From an optimization exercise on the open Yosys and OpenROAD flow, aimed at small area and a short achievable clock period; shortcuts taken in it are not production practice.
In this exercise RTL edits were held to simulation tests only and were not proved equivalent to the original.
No activity file was given, so power comes from the tool's default toggle rates.

## run.sh

```bash
#!/bin/bash
# synth_recipe.tcl (not shown) runs the flow's synth.tcl, then flattens the netlist and writes it again
# the make line also repeats each setting of config.mk as NAME=value (left out here)
make -C /OpenROAD-flow-scripts/flow DESIGN_CONFIG=/design/flow/config.mk WORK_HOME=/design/flow/orfs CLKGATE_MAP_FILE= SYNTH_SCRIPT=/design/flow/synth_recipe.tcl finish
```

## config.mk

```make
export PLATFORM = sky130hd
export DESIGN_NAME = exec_core
export DESIGN_NICKNAME = exec_core
export VERILOG_FILES = /design/flow/design.v
export SDC_FILE = /design/flow/constraint.sdc
export NUM_CORES = 4
export LEC_CHECK = 0
export CAP_MARGIN = 20
export CORE_MARGIN = 2
export CORE_UTILIZATION = 40
export PLACE_DENSITY = 0.6
export SLEW_MARGIN = 20
```

## constraint.sdc

```tcl
create_clock -name core_clock -period 12.0 [get_ports {clk}]
set_input_delay 2.4000 -clock core_clock [delete_from_list [all_inputs] [get_ports {clk}]]
set_output_delay 2.4000 -clock core_clock [all_outputs]
set_load 0.01 [all_outputs]
```

## design.v

```verilog
package core_pkg;
    localparam int data_width     = 32;                  
    localparam int reg_addr_width = 3;                   
    localparam int imm_width      = 16;                  
    localparam int op7_width      = 7;                   
    localparam int cond_width     = 4;                   
    localparam int alu_op_width   = 3;                   
    localparam int br_kind_width  = 2;
    localparam int flag_count     = 4;                   
    localparam logic [op7_width-1:0] op_mov   = 7'b0000000;
    localparam logic [op7_width-1:0] op_movt  = 7'b0000001;
    localparam logic [op7_width-1:0] op_clr   = 7'b0000010;
    localparam logic [op7_width-1:0] op_set   = 7'b0000011;
    localparam logic [op7_width-1:0] op_lsl   = 7'b0000100;
    localparam logic [op7_width-1:0] op_lsr   = 7'b0000101;
    localparam logic [op7_width-1:0] op_add   = 7'b0010001;
    localparam logic [op7_width-1:0] op_sub   = 7'b0010010;
    localparam logic [op7_width-1:0] op_and   = 7'b0010011;
    localparam logic [op7_width-1:0] op_or    = 7'b0010100;
    localparam logic [op7_width-1:0] op_xor   = 7'b0010101;
    localparam logic [op7_width-1:0] op_adds  = 7'b0011001;
    localparam logic [op7_width-1:0] op_subs  = 7'b0011010;
    localparam logic [op7_width-1:0] op_ands  = 7'b0011011;
    localparam logic [op7_width-1:0] op_ors   = 7'b0011100;
    localparam logic [op7_width-1:0] op_xors  = 7'b0011101;
    localparam logic [op7_width-1:0] op_add2  = 7'b0110001;
    localparam logic [op7_width-1:0] op_sub2  = 7'b0110010;
    localparam logic [op7_width-1:0] op_and2  = 7'b0110011;
    localparam logic [op7_width-1:0] op_or2   = 7'b0110100;
    localparam logic [op7_width-1:0] op_xor2  = 7'b0110101;
    localparam logic [op7_width-1:0] op_not   = 7'b0110110;
    localparam logic [op7_width-1:0] op_adds2 = 7'b0111001;
    localparam logic [op7_width-1:0] op_subs2 = 7'b0111010;
    localparam logic [op7_width-1:0] op_ands2 = 7'b0111011;
    localparam logic [op7_width-1:0] op_ors2  = 7'b0111100;
    localparam logic [op7_width-1:0] op_xors2 = 7'b0111101;
    localparam logic [op7_width-1:0] op_b     = 7'b1100000;
    localparam logic [op7_width-1:0] op_bcond = 7'b1100001;
    localparam logic [op7_width-1:0] op_br    = 7'b1100010;
    localparam logic [op7_width-1:0] op_nop   = 7'b1100100;
    localparam logic [op7_width-1:0] op_halt  = 7'b1101000;
    localparam logic [alu_op_width-1:0] alu_add = 3'b001;
    localparam logic [alu_op_width-1:0] alu_sub = 3'b010;
    localparam logic [alu_op_width-1:0] alu_and = 3'b011;
    localparam logic [alu_op_width-1:0] alu_or  = 3'b100;
    localparam logic [alu_op_width-1:0] alu_xor = 3'b101;
    localparam logic [alu_op_width-1:0] alu_not = 3'b110;
    localparam logic [cond_width-1:0] cond_eq = 4'b0000;
    localparam logic [cond_width-1:0] cond_ne = 4'b0001;
    localparam logic [cond_width-1:0] cond_cs = 4'b0010;
    localparam logic [cond_width-1:0] cond_cc = 4'b0011;
    localparam logic [cond_width-1:0] cond_mi = 4'b0100;
    localparam logic [cond_width-1:0] cond_pl = 4'b0101;
    localparam logic [cond_width-1:0] cond_vs = 4'b0110;
    localparam logic [cond_width-1:0] cond_vc = 4'b0111;
    localparam logic [cond_width-1:0] cond_hi = 4'b1000;
    localparam logic [cond_width-1:0] cond_ls = 4'b1001;
    localparam logic [cond_width-1:0] cond_ge = 4'b1010;
    localparam logic [cond_width-1:0] cond_lt = 4'b1011;
    localparam int flag_n = 31;                          
    localparam int flag_z = 30;
    localparam int flag_c = 29;
    localparam int flag_v = 28;
    localparam logic [br_kind_width-1:0] br_none   = 2'b00;
    localparam logic [br_kind_width-1:0] br_always = 2'b01;
    localparam logic [br_kind_width-1:0] br_cond   = 2'b10;
    localparam logic [br_kind_width-1:0] br_reg    = 2'b11;
    typedef struct packed {
        logic [op7_width-1:0]      op7;
        logic [reg_addr_width-1:0] dest;                
        logic [reg_addr_width-1:0] op1;                 
        logic [reg_addr_width-1:0] op2;                 
        logic [imm_width-1:0]      imm;
    } data_fmt_t;
    typedef struct packed {
        logic [op7_width-1:0]  op7;
        logic [cond_width-1:0] cond;                    
        logic [data_width-op7_width-cond_width-imm_width-1:0] unused;
        logic [imm_width-1:0]  offset;                  
    } branch_fmt_t;
    typedef union packed {
        data_fmt_t   data;
        branch_fmt_t branch;
    } instr_word_t;
endpackage
`timescale 1ns/1ps
import core_pkg::*;
module instr_decoder (
    input  logic                                instr_valid,
    input  core_pkg::instr_word_t               instr,
    input  logic [core_pkg::data_width-1:0]     rd_data1,
    input  logic [core_pkg::data_width-1:0]     rd_data2,
    input  logic [core_pkg::data_width-1:0]     result,
    output logic [core_pkg::reg_addr_width-1:0] rd_addr1,
    output logic [core_pkg::reg_addr_width-1:0] rd_addr2,
    output logic [core_pkg::reg_addr_width-1:0] wr_addr,
    output logic                                wr_en,
    output logic [core_pkg::data_width-1:0]     wr_data,
    output logic [core_pkg::alu_op_width-1:0]   alu_op,
    output logic [core_pkg::data_width-1:0]     alu_b,
    output logic                                flags_we,
    output logic [core_pkg::br_kind_width-1:0]  br_kind
);
    core_pkg::data_fmt_t           d;                            
    logic [data_width-1:0] imm_ext;
    assign d       = instr.data;
    assign imm_ext = {{(data_width-imm_width){1'b0}}, d.imm};    
    always_comb begin
        rd_addr1 = d.op1;                                
        rd_addr2 = d.op2;
        wr_addr  = d.dest;
        wr_en    = 1'b0;                                 
        wr_data  = result;
        alu_op   = d.op7[alu_op_width-1:0];              
        alu_b    = imm_ext;
        flags_we = 1'b0;
        br_kind  = br_none;
        if (instr_valid) begin
            case (d.op7)
                op_mov: begin
                    rd_addr1 = d.dest;                   
                    wr_data  = {rd_data1[data_width-1:imm_width], d.imm};
                    wr_en    = 1'b1;
                end
                op_movt: begin
                    rd_addr1 = d.dest;                   
                    wr_data  = {d.imm, rd_data1[imm_width-1:0]};
                    wr_en    = 1'b1;
                end
                op_add, op_sub, op_and, op_or, op_xor, op_not: begin
                    wr_en = 1'b1;                        
                end
                op_adds, op_subs, op_ands, op_ors, op_xors: begin
                    wr_en    = 1'b1;
                    flags_we = 1'b1;
                end
                op_add2, op_sub2, op_and2, op_or2, op_xor2: begin
                    alu_b = rd_data2;                    
                    wr_en = 1'b1;
                end
                op_adds2, op_subs2, op_ands2, op_ors2, op_xors2: begin
                    alu_b    = rd_data2;
                    wr_en    = 1'b1;
                    flags_we = 1'b1;
                end
                op_lsl: begin
                    wr_data = rd_data1 << d.imm;         
                    wr_en   = 1'b1;
                end
                op_lsr: begin
                    wr_data = rd_data1 >> d.imm;
                    wr_en   = 1'b1;
                end
                op_clr: begin
                    wr_data = '0;
                    wr_en   = 1'b1;
                end
                op_set: begin
                    wr_data = '1;
                    wr_en   = 1'b1;
                end
                op_b:     br_kind = br_always;
                op_bcond: br_kind = br_cond;             
                op_br: begin
                    rd_addr1 = instr.branch.cond[cond_width-1 -: reg_addr_width];    
                    br_kind  = br_reg;
                end
                op_nop, op_halt: begin
                end
                default: begin
                end
            endcase
        end
    end
endmodule
`timescale 1ns/1ps
import core_pkg::*;
module alu (
    input  logic [core_pkg::alu_op_width-1:0] alu_op,
    input  logic [core_pkg::data_width-1:0]   a,
    input  logic [core_pkg::data_width-1:0]   b,
    input  logic [core_pkg::flag_count-1:0]   flags_in,
    output logic [core_pkg::data_width-1:0]   result,
    output logic [core_pkg::flag_count-1:0]   flags_next
);
    logic [data_width:0]   sum;                          
    logic [data_width:0]   diff;                         
    logic [data_width-1:0] cpsr_in;
    logic [data_width-1:0] cpsr_next;
    assign sum        = {1'b0, a} + {1'b0, b};
    assign diff       = {1'b0, a} - {1'b0, b};
    assign cpsr_in    = {flags_in, {(data_width-flag_count){1'b0}}};    
    assign flags_next = cpsr_next[data_width-1 -: flag_count];
    always_comb begin
        cpsr_next = cpsr_in;                             
        case (alu_op)
            alu_add: begin
                result            = sum[data_width-1:0];
                cpsr_next[flag_c] = sum[data_width];
                cpsr_next[flag_v] = (a[data_width-1] == b[data_width-1]) &&
                                    (result[data_width-1] != a[data_width-1]);
            end
            alu_sub: begin
                result            = diff[data_width-1:0];
                cpsr_next[flag_c] = ~diff[data_width];   
                cpsr_next[flag_v] = (a[data_width-1] != b[data_width-1]) &&
                                    (result[data_width-1] != a[data_width-1]);
            end
            alu_and: result = a & b;
            alu_or:  result = a | b;
            alu_xor: result = a ^ b;
            alu_not: result = ~a;                        
            default: result = '0;
        endcase
        cpsr_next[flag_n] = result[data_width-1];
        cpsr_next[flag_z] = (result == '0);
    end
endmodule
`timescale 1ns/1ps
import core_pkg::*;
module reg_file (
    input  logic                                clk,
    input  logic                                reset,
    input  logic [core_pkg::reg_addr_width-1:0] rd_addr1,
    input  logic [core_pkg::reg_addr_width-1:0] rd_addr2,
    input  logic                                wr_en,
    input  logic [core_pkg::reg_addr_width-1:0] wr_addr,
    input  logic [core_pkg::data_width-1:0]     wr_data,
    output logic [core_pkg::data_width-1:0]     rd_data1,
    output logic [core_pkg::data_width-1:0]     rd_data2,
    output logic                                wb_valid,
    output logic [core_pkg::reg_addr_width-1:0] wb_addr,
    output logic [core_pkg::data_width-1:0]     wb_data
);
    logic [data_width-1:0] regs [2**reg_addr_width];
    assign rd_data1 = regs[rd_addr1];                    
    assign rd_data2 = regs[rd_addr2];
    always_ff @(posedge clk) begin
        if (reset) begin
            for (int i = 0; i < 2**reg_addr_width; i++) begin
                regs[i] <= '0;
            end
            wb_valid <= 1'b0;
        end else begin
            if (wr_en) begin
                regs[wr_addr] <= wr_data;
            end
            wb_valid <= wr_en;                           
        end
    end
    always_ff @(posedge clk) begin
        if (wr_en) begin
            wb_addr <= wr_addr;
            wb_data <= wr_data;
        end
    end
endmodule
`timescale 1ns/1ps
import core_pkg::*;
module branch_unit (
    input  logic                               clk,
    input  logic                               reset,
    input  core_pkg::instr_word_t              instr,
    input  logic [core_pkg::data_width-1:0]    instr_pc,
    input  logic [core_pkg::data_width-1:0]    rd_data1,
    input  logic [core_pkg::br_kind_width-1:0] br_kind,
    input  logic                               flags_we,
    input  logic [core_pkg::flag_count-1:0]    flags_next,
    output logic [core_pkg::flag_count-1:0]    flags,
    output logic                               branch_taken,
    output logic [core_pkg::data_width-1:0]    branch_target
);
    core_pkg::branch_fmt_t         br;                           
    logic [data_width-1:0] cpsr;
    logic [data_width-1:0] offset_ext;
    logic [data_width-1:0] base;
    logic                  cond_ok;
    logic                  taken;
    assign br         = instr.branch;
    assign cpsr       = {flags, {(data_width-flag_count){1'b0}}};
    assign offset_ext = {{(data_width-imm_width-2){br.offset[imm_width-1]}}, br.offset, 2'b00};
    assign base       = (br_kind == br_reg) ? rd_data1 : instr_pc;    
    always_comb begin
        case (br.cond)                                   
            cond_eq: cond_ok = cpsr[flag_z];
            cond_ne: cond_ok = ~cpsr[flag_z];
            cond_cs: cond_ok = cpsr[flag_c];
            cond_cc: cond_ok = ~cpsr[flag_c];
            cond_mi: cond_ok = cpsr[flag_n];
            cond_pl: cond_ok = ~cpsr[flag_n];
            cond_vs: cond_ok = cpsr[flag_v];
            cond_vc: cond_ok = ~cpsr[flag_v];
            cond_hi: cond_ok = ~cpsr[flag_z] & cpsr[flag_c];
            cond_ls: cond_ok = ~(~cpsr[flag_z] & cpsr[flag_c]);
            cond_ge: cond_ok = (cpsr[flag_n] == cpsr[flag_v]);    
            cond_lt: cond_ok = (cpsr[flag_n] != cpsr[flag_v]);
            default: cond_ok = 1'b0;                     
        endcase
    end
    always_comb begin
        case (br_kind)
            br_always, br_reg: taken = 1'b1;
            br_cond:           taken = cond_ok;
            default:           taken = 1'b0;
        endcase
    end
    always_ff @(posedge clk) begin
        if (reset) begin
            flags        <= '0;
            branch_taken <= 1'b0;
        end else begin
            if (flags_we) begin
                flags <= flags_next;                     
            end
            branch_taken <= taken;
        end
    end
    always_ff @(posedge clk) begin
        if (taken) begin
            branch_target <= base + offset_ext;          
        end
    end
endmodule
`timescale 1ns/1ps
import core_pkg::*;
module exec_core (
    input  logic                                clk,
    input  logic                                reset,
    input  logic                                instr_valid,
    input  logic [core_pkg::data_width-1:0]     instr,         
    input  logic [core_pkg::data_width-1:0]     instr_pc,
    output logic                                wb_valid,
    output logic [core_pkg::reg_addr_width-1:0] wb_addr,
    output logic [core_pkg::data_width-1:0]     wb_data,
    output logic                                branch_taken,
    output logic [core_pkg::data_width-1:0]     branch_target
);
    logic [reg_addr_width-1:0] rd_addr1;
    logic [reg_addr_width-1:0] rd_addr2;
    logic [reg_addr_width-1:0] wr_addr;
    logic [data_width-1:0]     rd_data1;
    logic [data_width-1:0]     rd_data2;
    logic [data_width-1:0]     wr_data;
    logic                      wr_en;
    logic [alu_op_width-1:0]   alu_op;
    logic [data_width-1:0]     alu_b;
    logic [data_width-1:0]     result;
    logic [flag_count-1:0]     flags;                    
    logic [flag_count-1:0]     flags_next;
    logic                      flags_we;
    logic [br_kind_width-1:0]  br_kind;
    instr_decoder u_decoder (
        .instr_valid (instr_valid),
        .instr       (instr),
        .rd_data1    (rd_data1),
        .rd_data2    (rd_data2),
        .result      (result),
        .rd_addr1    (rd_addr1),
        .rd_addr2    (rd_addr2),
        .wr_addr     (wr_addr),
        .wr_en       (wr_en),
        .wr_data     (wr_data),
        .alu_op      (alu_op),
        .alu_b       (alu_b),
        .flags_we    (flags_we),
        .br_kind     (br_kind)
    );
    alu u_alu (
        .alu_op     (alu_op),
        .a          (rd_data1),                          
        .b          (alu_b),
        .flags_in   (flags),
        .result     (result),
        .flags_next (flags_next)
    );
    reg_file u_reg_file (
        .clk      (clk),
        .reset    (reset),
        .rd_addr1 (rd_addr1),
        .rd_addr2 (rd_addr2),
        .wr_en    (wr_en),
        .wr_addr  (wr_addr),
        .wr_data  (wr_data),
        .rd_data1 (rd_data1),
        .rd_data2 (rd_data2),
        .wb_valid (wb_valid),
        .wb_addr  (wb_addr),
        .wb_data  (wb_data)
    );
    branch_unit u_branch_unit (
        .clk           (clk),
        .reset         (reset),
        .instr         (instr),
        .instr_pc      (instr_pc),
        .rd_data1      (rd_data1),                       
        .br_kind       (br_kind),
        .flags_we      (flags_we),
        .flags_next    (flags_next),
        .flags         (flags),
        .branch_taken  (branch_taken),
        .branch_target (branch_target)
    );
endmodule
```

==> flow_summary.json <==
{
  "drcViolationCount": 0,
  "fin_skew_ns": 0.02232,
  "clk_path_buf_depth": 3,
  "path_class": "in2reg",
  "ys_seq_area_frac": 0.3492,
  "syn_inst": 3023,
  "n_fill_cell": 6704,
  "drtIter0Drc": 3805,
  "cts_sinks": 329,
  "pwr-share-seq": 0.369,
  "die-area_mm2": 0.07243,
  "cp_max_fo": 20,
  "post-place-cells": 3948,
  "final_common_cell": "nor2_1",
  "comb_power_share": 0.304,
  "yosys_warnings": 4,
  "dp_hpwl_um": 91080,
  "fp.dieH_um": 269.1,
  "required_ns": 12.29,
  "clk_pin_slew_ns": 0.06,
  "numPortBuffers": 135,
  "nets": 3244,
  "met2_length_um": 54130,
  "drive_gt1_frac": 0.1475,
  "grt_pass1_wl_um": 180300,
  "coreArea_mm2": 0.06979,
  "drv_slew": 0,
  "max_cap_violations": 0,
  "antenna_found_initial": 8,
  "vias": 26880,
  "p_per_area_mw_per_mm2": 114.6,
  "max_slew_margin": 0.1930,
  "avgSynthCellArea_um2": 9.301,
  "worstSetupStartpointType": "input pin",
  "netlist_area_mm2": 0.02812,
  "wl_um": 125500,
  "wl_per_cell_um": 31.22,
  "cts_tree": "done",
  "ant_nets": 0,
  "fin_crit_sh": 0.8903,
  "swShare": 0.3519,
  "async_flop_share": 0,
  "seq_area_mm2": 0.009819,
  "synth_cell_type_count": 110,
  "outcome": "finished clean",
  "vias_per_cell": 6.689,
  "synth-edff-count": 323,
  "ios": 136,
  "tightest_slew_ns": 1.210,
  "grt_usage": 0.3358,
  "cts_setup_buffers": 0,
  "grt.overflow.total": 0,
  "p_sw_uw": 1275,
  "m1WireLength_um": 50450,
  "hold_class": "reg2reg",
  "clockRootBuffer": "clkbuf_16",
  "fin_crit_ns": 10.68,
  "initial_core_util": 0.4029,
  "wl_met3_um": 13190,
  "top_layer_used": "met5",
  "synthFlopType": "edfxtp_1",
  "final_cells": 4018,
  "arrival_ns": 10.97,
  "grt_max_degree": 64,
  "ys_ff_latch": 329,
  "grt_pass1_vias": 25780,
  "rows": 97,
  "p_leak_uw": 0.01178,
  "chipWidth_um": 269.1,
  "numCtsBuffers": 38,
  "area_growth_pct": 12.47,
  "multiInputGateArea_mm2": 0.01681,
  "layout_common_cells": "387 x nor2_1, 323 x edfxtp_1, 265 x nand2_1",
  "ctsHoldBuffers": 0,
  "worstSetupEndpointType": "flop",
  "p_int_uw": 2349,
  "worst_slack_ns": 1.317,
  "syn_nets": 3219,
  "dp_slack_ns": 1.126,
  "cts_resized": 0,
  "tns_ns": 0,
  "power_frac_clock": 0.327,
  "place_congestion": 1.043,
  "ir_drop_v": 0.0001125,
  "fmax_ghz": 0.09360,
  "htree_levels": 2,
  "first_pass_iters": 9,
  "hold_viol": 0,
  "worstSkewPairLatency_ns": 0.59,
  "finalSetupViolations": 0,
  "rsz0062_at_grt": "no"
}
cell usage after synthesis, types with 22 or more instances:
cell type | n | area (um^2)
a31oi_1 | 29 | 181.4
a22oi_1 | 24 | 180.2
edfxtp_1 | 323 | 9699
mux2_2 | 36 | 405.4
a211oi_1 | 60 | 450.4
nand2_1 | 266 | 998.5
buf_1 | 25 | 93.84
nor2_1 | 388 | 1456
nand4_1 | 23 | 143.9
xnor2_1 | 32 | 280.3
clkbuf_1 | 186 | 698.2
inv_1 | 113 | 424.2
and2_1 | 46 | 287.8
o21ai_0 | 155 | 775.7
inv_2 | 26 | 97.59
mux2i_1 | 43 | 430.4
nand3_1 | 90 | 450.4
nor3_1 | 61 | 305.3
mux4_2 | 132 | 2973
a21oi_1 | 185 | 925.9
o21ai_1 | 29 | 145.1
o211ai_1 | 22 | 165.2
nand2b_1 | 45 | 281.5
a21o_1 | 38 | 285.3
ha_1 | 127 | 1589
o21a_1 | 26 | 195.2
a221oi_1 | 36 | 315.3
buf_2 | 25 | 125.1
registers in the layout, summed over array words and instances, names as in the netlist:
register / flops
u_branch_unit.branch_target: 32
u_reg_file.wb_valid: 1
u_reg_file.wb_addr: 3
u_reg_file.regs: 256
u_reg_file.wb_data: 32
u_branch_unit.flags: 4
u_branch_unit.branch_taken: 1
final timing paths:
check	startpoint	to	slack, ns	cells after the start
setup / recovery	instr[28]	u_reg_file.regs[7][30]	1.32	22
hold / removal	u_branch_unit.flags[2]	u_branch_unit.flags[2]	0.57	2
setup reg to reg	u_reg_file.regs[5][1]	u_reg_file.regs[7][30]	4.81	21
hold reg to reg	u_branch_unit.flags[2]	u_branch_unit.flags[2]	0.57	2
cell families after synthesis:
kind of cell	Yosys count	share of synthesized area
mux	215	0.1374
simple gates	1055	0.1745
flops	329	0.3492
fa+ha+maj	129	0.05794
buf+inv	387	0.05518
compound gates	867	0.2130
xor+xnor	41	0.01277
area by class of cell:
type	instances	area share
diodes	1	0.00007913
clock buffers	43	0.03066
clock inverters	26	0.008586
inverters	140	0.01662
multi-input cells	2307	0.5316
flip-flops and latches	329	0.3105
well taps	940	0.03719
repair buffers	232	0.06473
per-stage QoR:
| step | power [uW] | util | instance area [um^2] | hold slack (ns) |
|---|---|---|---|---|
| after CTS | 3595 | 0.4530 | 31620 | 0.5549 |
| final | 3624 | 0.4532 | 31620 | 0.5668 |
| after floorplan | 2020 | - | 28120 | 0.4622 |
| after global routing | 3732 | 0.4532 | 31620 | 0.5942 |
| after global placement | 2412 | 0.4352 | 30370 | 0.5386 |
| after detailed placement | 2418 | 0.4352 | 30370 | 0.5376 |
worst max-delay path: stages:
cell and delay (ns):
clkdlybuf4s50_1 0.52, or3b_4 0.48, nor4b_4 0.96, o21ai_1 0.39
nand2_2 0.51, mux4_2 0.38, mux2i_1 0.74, inv_1 0.21
ha_1 0.55, nor3_1 0.33, nand3_1 0.11, o21a_1 0.21
a21oi_1 0.31, a221oi_1 0.22, o21ai_0 0.50, o21ai_0 0.28
o21ai_0 0.42, o41a_1 0.19, o311ai_0 0.14, o32a_1 0.35
o2bb2ai_1 0.61, nor2_1 0.12
power groups by stage:
stage          registers (uW)  clock network [uW]  logic [uW]
3_5_place_dp             1360                   0        1060
6_report                 1340                1180        1100
3_3_place_gp             1360                   0        1050
4_1_cts                  1340                1190        1060
2_1_floorplan            1350                   0         668
5_1_grt                  1340                1240        1160
per-layer routing:
metal / vias up / global-route usage
li1: 11450 / -
met1: 13240 / 0.4591
met2: 1827 / 0.5049
met3: 356 / 0.06145
met4: 4 / 0.1814
met5: - / 0

afterwards: timing with drivers on the ports:
No port has a modelled driver above. Below, the same layout with a new extraction and two added sets of constraints.
Step 1, drivers: a clkbuf_16 drives clk and a buf_2 each remaining input, both assumed.
Step 2, shift: input delay + t, output delay - t, t = (earliest + latest rising clock arrival at the registers) / 2. This alone moves slack from input paths to output paths.
Three values: ideal, step 1, step 2; two values: the first two.
t, ns: 0.646
setup WS [ns]: 1.317 / 1.361 / 0.715
latest minus earliest clock arrival (ns): 0.022 / 0.022
cell pins on the clock port's net: 1
After both steps setup and hold are still met in this run. For this run, drivers alone change the setup slack by +0.044 ns; drivers and shift together by -0.602 ns.
